Context: an optimization exercise on an open-source flow, tuned for small area, a short achievable clock period and few clock cycles per item. The choices shown serve that exercise and are no tape-out recipe. At most, simulation tests tie the RTL to the original design; equivalence was not proved. No activity file was given, so power comes from the tool's default toggle rates.

pepper:
==> module polygon_convexity_check, before the edit <==
module polygon_convexity_check #(
  parameter int COORD_WIDTH = 16
) (
  input  logic                          clk,
  input  logic                          rst,
  input  logic                          vertex_valid,
  output logic                          vertex_ready,
  input  logic signed [COORD_WIDTH-1:0] vertex_x,
  input  logic signed [COORD_WIDTH-1:0] vertex_y,
  input  logic                          last_vertex,
  output logic                          result_valid,
  input  logic                          result_ready,
  output logic                          is_convex,
  output logic                          too_few
);
  localparam int DW     = COORD_WIDTH + 1;
  localparam int QDEPTH = 5;
  logic [COORD_WIDTH-1:0] prev_x, prev_y;      
  logic [COORD_WIDTH-1:0] first_x, first_y;    
  logic [DW-1:0]          e0_x, e0_y;          
  logic [1:0]             seen;                
  logic                   close1, close2;      
  logic                   few1, few2;          
  logic [53:0]   a_enc;         
  logic [53:0]   a_enc_next;
  logic [DW-1:0] a_src_x, a_src_y;
  logic [DW-1:0] b_x, b_y;
  logic          xv, xfirst, xend, xfew;
  logic          yv, yfirst, yend, yfew;
  logic          wv, wfirst, wend, wfew;
  logic          zv, zfirst, zend, zfew, zpos;
  logic          pos;
  logic          seen_pos, seen_neg;
  logic [QDEPTH-1:0] qv, qc, qf;
  logic [2:0] outstanding;
  logic              ready_q;
  logic          fire, pop, load, push, push_c, push_f;
  logic [DW-1:0] sub_x, sub_y, e_x, e_y;
  assign vertex_ready = ready_q;
  assign fire         = vertex_valid && ready_q && !rst;
  assign pop          = qv[0] && result_ready;
  assign sub_x = close1 ? {first_x[COORD_WIDTH-1], first_x} : {vertex_x[COORD_WIDTH-1], vertex_x};
  assign sub_y = close1 ? {first_y[COORD_WIDTH-1], first_y} : {vertex_y[COORD_WIDTH-1], vertex_y};
  assign e_x   = {prev_x[COORD_WIDTH-1], prev_x} - sub_x;
  assign e_y   = {prev_y[COORD_WIDTH-1], prev_y} - sub_y;
  assign a_src_x = (fire && seen == 2'd2) ? e0_x : b_x;
  assign a_src_y = (fire && seen == 2'd2) ? e0_y : b_y;
  pcc_booth_enc u_enc (
    .x   (a_src_x),
    .y   (a_src_y),
    .enc (a_enc_next)
  );
  assign load = (fire && seen[1]) || close1 || close2;
  always_ff @(posedge clk) begin
    if (rst) begin
      seen   <= 2'd0;
      close1 <= 1'b0;
      close2 <= 1'b0;
      few1   <= 1'b0;
      few2   <= 1'b0;
    end else begin
      if (fire) begin
        if (last_vertex)     seen <= 2'd0;
        else if (seen != 3)  seen <= seen + 2'd1;
      end
      close1 <= fire && last_vertex && seen[1];
      close2 <= close1;
      few1   <= fire && last_vertex && !seen[1];
      few2   <= few1;
    end
    if (fire) begin
      prev_x <= vertex_x;
      prev_y <= vertex_y;
    end
    if (fire && seen == 2'd0) begin
      first_x <= vertex_x;
      first_y <= vertex_y;
    end
    if (fire && seen == 2'd1) begin
      e0_x <= e_x;
      e0_y <= e_y;
    end
    a_enc <= a_enc_next;
    if (load) begin
      b_x <= close2 ? e0_x : e_x;
      b_y <= close2 ? e0_y : e_y;
    end
  end
  always_ff @(posedge clk) begin
    if (rst) begin
      xv <= 1'b0; xfew <= 1'b0;
      yv <= 1'b0; yfew <= 1'b0;
      wv <= 1'b0; wfew <= 1'b0;
      zv <= 1'b0; zfew <= 1'b0;
    end else begin
      xv <= load;  xfew <= few2;
      yv <= xv;    yfew <= xfew;
      wv <= yv;    wfew <= yfew;
      zv <= wv;    zfew <= wfew;
    end
    xfirst <= fire && seen == 2'd2;
    xend   <= close2;
    yfirst <= xfirst;
    yend   <= xend;
    wfirst <= yfirst;
    wend   <= yend;
    zfirst <= wfirst;
    zend   <= wend;
    zpos   <= pos;
  end
  pcc_cross u_cross (
    .clk (clk),
    .aenc(a_enc),
    .bx  (b_x),
    .by  (b_y),
    .pos (pos)
  );
  logic sp_next, sn_next;
  assign sp_next = (seen_pos && !zfirst) || zpos;
  assign sn_next = (seen_neg && !zfirst) || !zpos;
  always_ff @(posedge clk) begin
    if (zv) begin
      seen_pos <= sp_next;
      seen_neg <= sn_next;
    end
  end
  assign push   = (zv && zend) || zfew;
  assign push_c = !zfew && !(sp_next && sn_next);
  assign push_f = zfew;
  logic [QDEPTH-1:0] q_wr, q_shv, q_shc, q_shf;
  logic [2:0] outstanding_next;
  always_comb begin
    for (int i = 0; i < QDEPTH; i++) begin
      q_shv[i] = pop ? ((i + 1 < QDEPTH) ? qv[i+1] : 1'b0) : qv[i];
      q_shc[i] = pop ? ((i + 1 < QDEPTH) ? qc[i+1] : 1'b0) : qc[i];
      q_shf[i] = pop ? ((i + 1 < QDEPTH) ? qf[i+1] : 1'b0) : qf[i];
    end
    for (int i = 0; i < QDEPTH; i++) begin
      q_wr[i] = push && !q_shv[i] && ((i == 0) || q_shv[i-1]);
    end
    outstanding_next = outstanding + (fire && last_vertex) - pop;
  end
  always_ff @(posedge clk) begin
    if (rst) begin
      qv          <= '0;
      outstanding <= '0;
      ready_q     <= 1'b1;
    end else begin
      qv          <= q_shv | q_wr;
      outstanding <= outstanding_next;
      ready_q     <= outstanding_next < QDEPTH;
    end
    for (int i = 0; i < QDEPTH; i++) begin
      qc[i] <= q_wr[i] ? push_c : q_shc[i];
      qf[i] <= q_wr[i] ? push_f : q_shf[i];
    end
  end
  assign result_valid = qv[0];
  assign is_convex    = qc[0];
  assign too_few      = qf[0];
endmodule
Settings: LEC_CHECK=0, ABC_AREA=1, CAP_MARGIN=20, CORE_MARGIN=2, CORE_UTILIZATION=40, CTS_CLUSTER_DIAMETER=80, CTS_CLUSTER_SIZE=30, PLACE_DENSITY=0.6, SETUP_SLACK_MARGIN=4.6, SLEW_MARGIN=20; clock period 7.5 ns.
standard.sh (not shown) runs the stock make flow with config.mk's settings and CLKGATE_MAP_FILE= SYNTH_SCRIPT=/design/flow/synth_recipe.tcl, a recipe that flattens the netlist after the stock synthesis.
==> flow/flow/run.sh <==
#!/bin/bash
# Layout flow: the standard flow (standard.sh) unchanged except for one step in
# synthesis. Before Yosys's fine-grained synthesis runs ABC, the adder trees of the RTL
# (plain XOR / majority gates) are mapped to full- and half-adder cells, so ABC cannot
# restructure them first; extracting them afterwards leaves inverters between the adder
# cells. Everything else, including the registers, is the standard synthesis.
set -euo pipefail
HERE=$(pwd)
FL=$HERE/flow

# synthesis script: ORFS's synth.tcl with the early adder extraction inserted
python3 - "$FLOW_HOME/scripts/synth.tcl" "$HERE/synth_fa.tcl" <<'PYEOF'
import sys
src = open(sys.argv[1]).read()
anchor = """if {
  [env_var_exists_and_non_empty SYNTH_WRAPPED_OPERATORS] ||
  [env_var_exists_and_non_empty SWAP_ARITH_OPERATORS]
} {
  source $::env(SCRIPTS_DIR)/synth_wrap_operators.tcl
} else {"""
early = """# early full-adder extraction (this flow's only change to synthesis)
opt -fast -full
memory_map
opt -full
techmap -map +/techmap.v -map $::env(FLOW_HOME)/platforms/common/lcu_kogge_stone.v
opt -fast
extract_fa {*}[dont_use_extract_fa_args]
techmap -map $::env(ADDER_MAP_FILE)
opt -fast

"""
assert src.count(anchor) == 1, "synth.tcl anchor not found"
open(sys.argv[2], "w").write(src.replace(anchor, early + anchor))
PYEOF
# The standard flow's synthesis wrapper, sourcing the script above instead of synth.tcl
sed "s|\$::env(SCRIPTS_DIR)/synth.tcl|$HERE/synth_fa.tcl|" synth_recipe.tcl > synth_recipe_fa.tcl
grep -q "synth_fa.tcl" synth_recipe_fa.tcl
# standard.sh with that synthesis wrapper, for the synth target only
sed "s|SYNTH_SCRIPT=[^ ]*|SYNTH_SCRIPT=$HERE/synth_recipe_fa.tcl|" standard.sh > standard_fa.sh
grep -q "synth_recipe_fa.tcl" standard_fa.sh

bash standard_fa.sh synth > synth.log 2>&1
bash standard.sh finish > finish.log 2>&1
Testbench counts of pepper, summed over its fixed seeds: cycles 59,322, items 59,266.
[inputs] garnet vs pepper
--- a/flow/design.v
+++ b/flow/design.v
@@ -93,8 +93,8 @@
       e0_x <= e_x;
       e0_y <= e_y;
     end
-    a_enc <= a_enc_next;
     if (load) begin
+      a_enc <= a_enc_next;
       b_x <= close2 ? e0_x : e_x;
       b_y <= close2 ? e0_y : e_y;
     end
==> comparison <==
- garnet finished end to end and its layout was clean on timing, DRC and antenna.
- Relative area change from synthesis to final layout in garnet is 3.5 points above pepper.
- Summary of garnet over pepper: wire length saw an increase, fraction of power consumed by combinational cells rose 4.9 points, combined area of all synthesized cells rose by about 2.6%, pin count of the biggest net entering global routing went up, power density normalized to cell area has increased.
- Changes observed in garnet relative to pepper: fraction of layout cells with a size suffix above 1 now sits higher; max-slew headroom at the worst pin now sits lower.
- Diff pepper and garnet: met1 routing resource usage after global routing lower in pepper
- Diff pepper -> garnet | die area | increase of 2.6%
- Re setup slack: pepper and garnet aren't equal, and the lower value belongs to garnet.
- Looking at pepper and garnet, the hold slack is a wash.
- pepper ended up with u_cross.rg_21_3 as its timing endpoint of the critical path; garnet ended up with u_cross.rg_16_3.
No functional check of the RTL was part of garnet.

## what the ideal ports hide
The flow's constraints put no driver on any port. The routed layouts listed below were extracted and timed again, unchanged, in two steps.
Step 1 sets driving cells, clkbuf_16 on the clock port and buf_2 on the other inputs (assumed; they add their load-dependent delay and slew).
Step 2 times the ports against the registers' clock, not the clock port: input delays grow and output delays shrink by t, the midpoint of the rising clock arrivals with the driver on.
Three values: no drivers, after step 1, after step 2; two values: the first two.
| run | shift t [ns] | slack for setup (ns) | hold slack, ns | slew at the worst register clock pin (ns) |
|---|---|---|---|---|
| pepper | 0.661 | 4.598 / 4.598 / 4.040 | 0.336 / 0.336 / 0.336 | 0.11 / 0.11 |
| garnet | 0.661 | 4.584 / 4.584 / 3.964 | 0.336 / 0.336 / 0.336 | 0.11 / 0.11 |
After both steps every run listed still meets setup and hold. The setup slack of garnet, which loses most, moves by 0.000 ns with the drivers and by -0.620 ns with both steps.
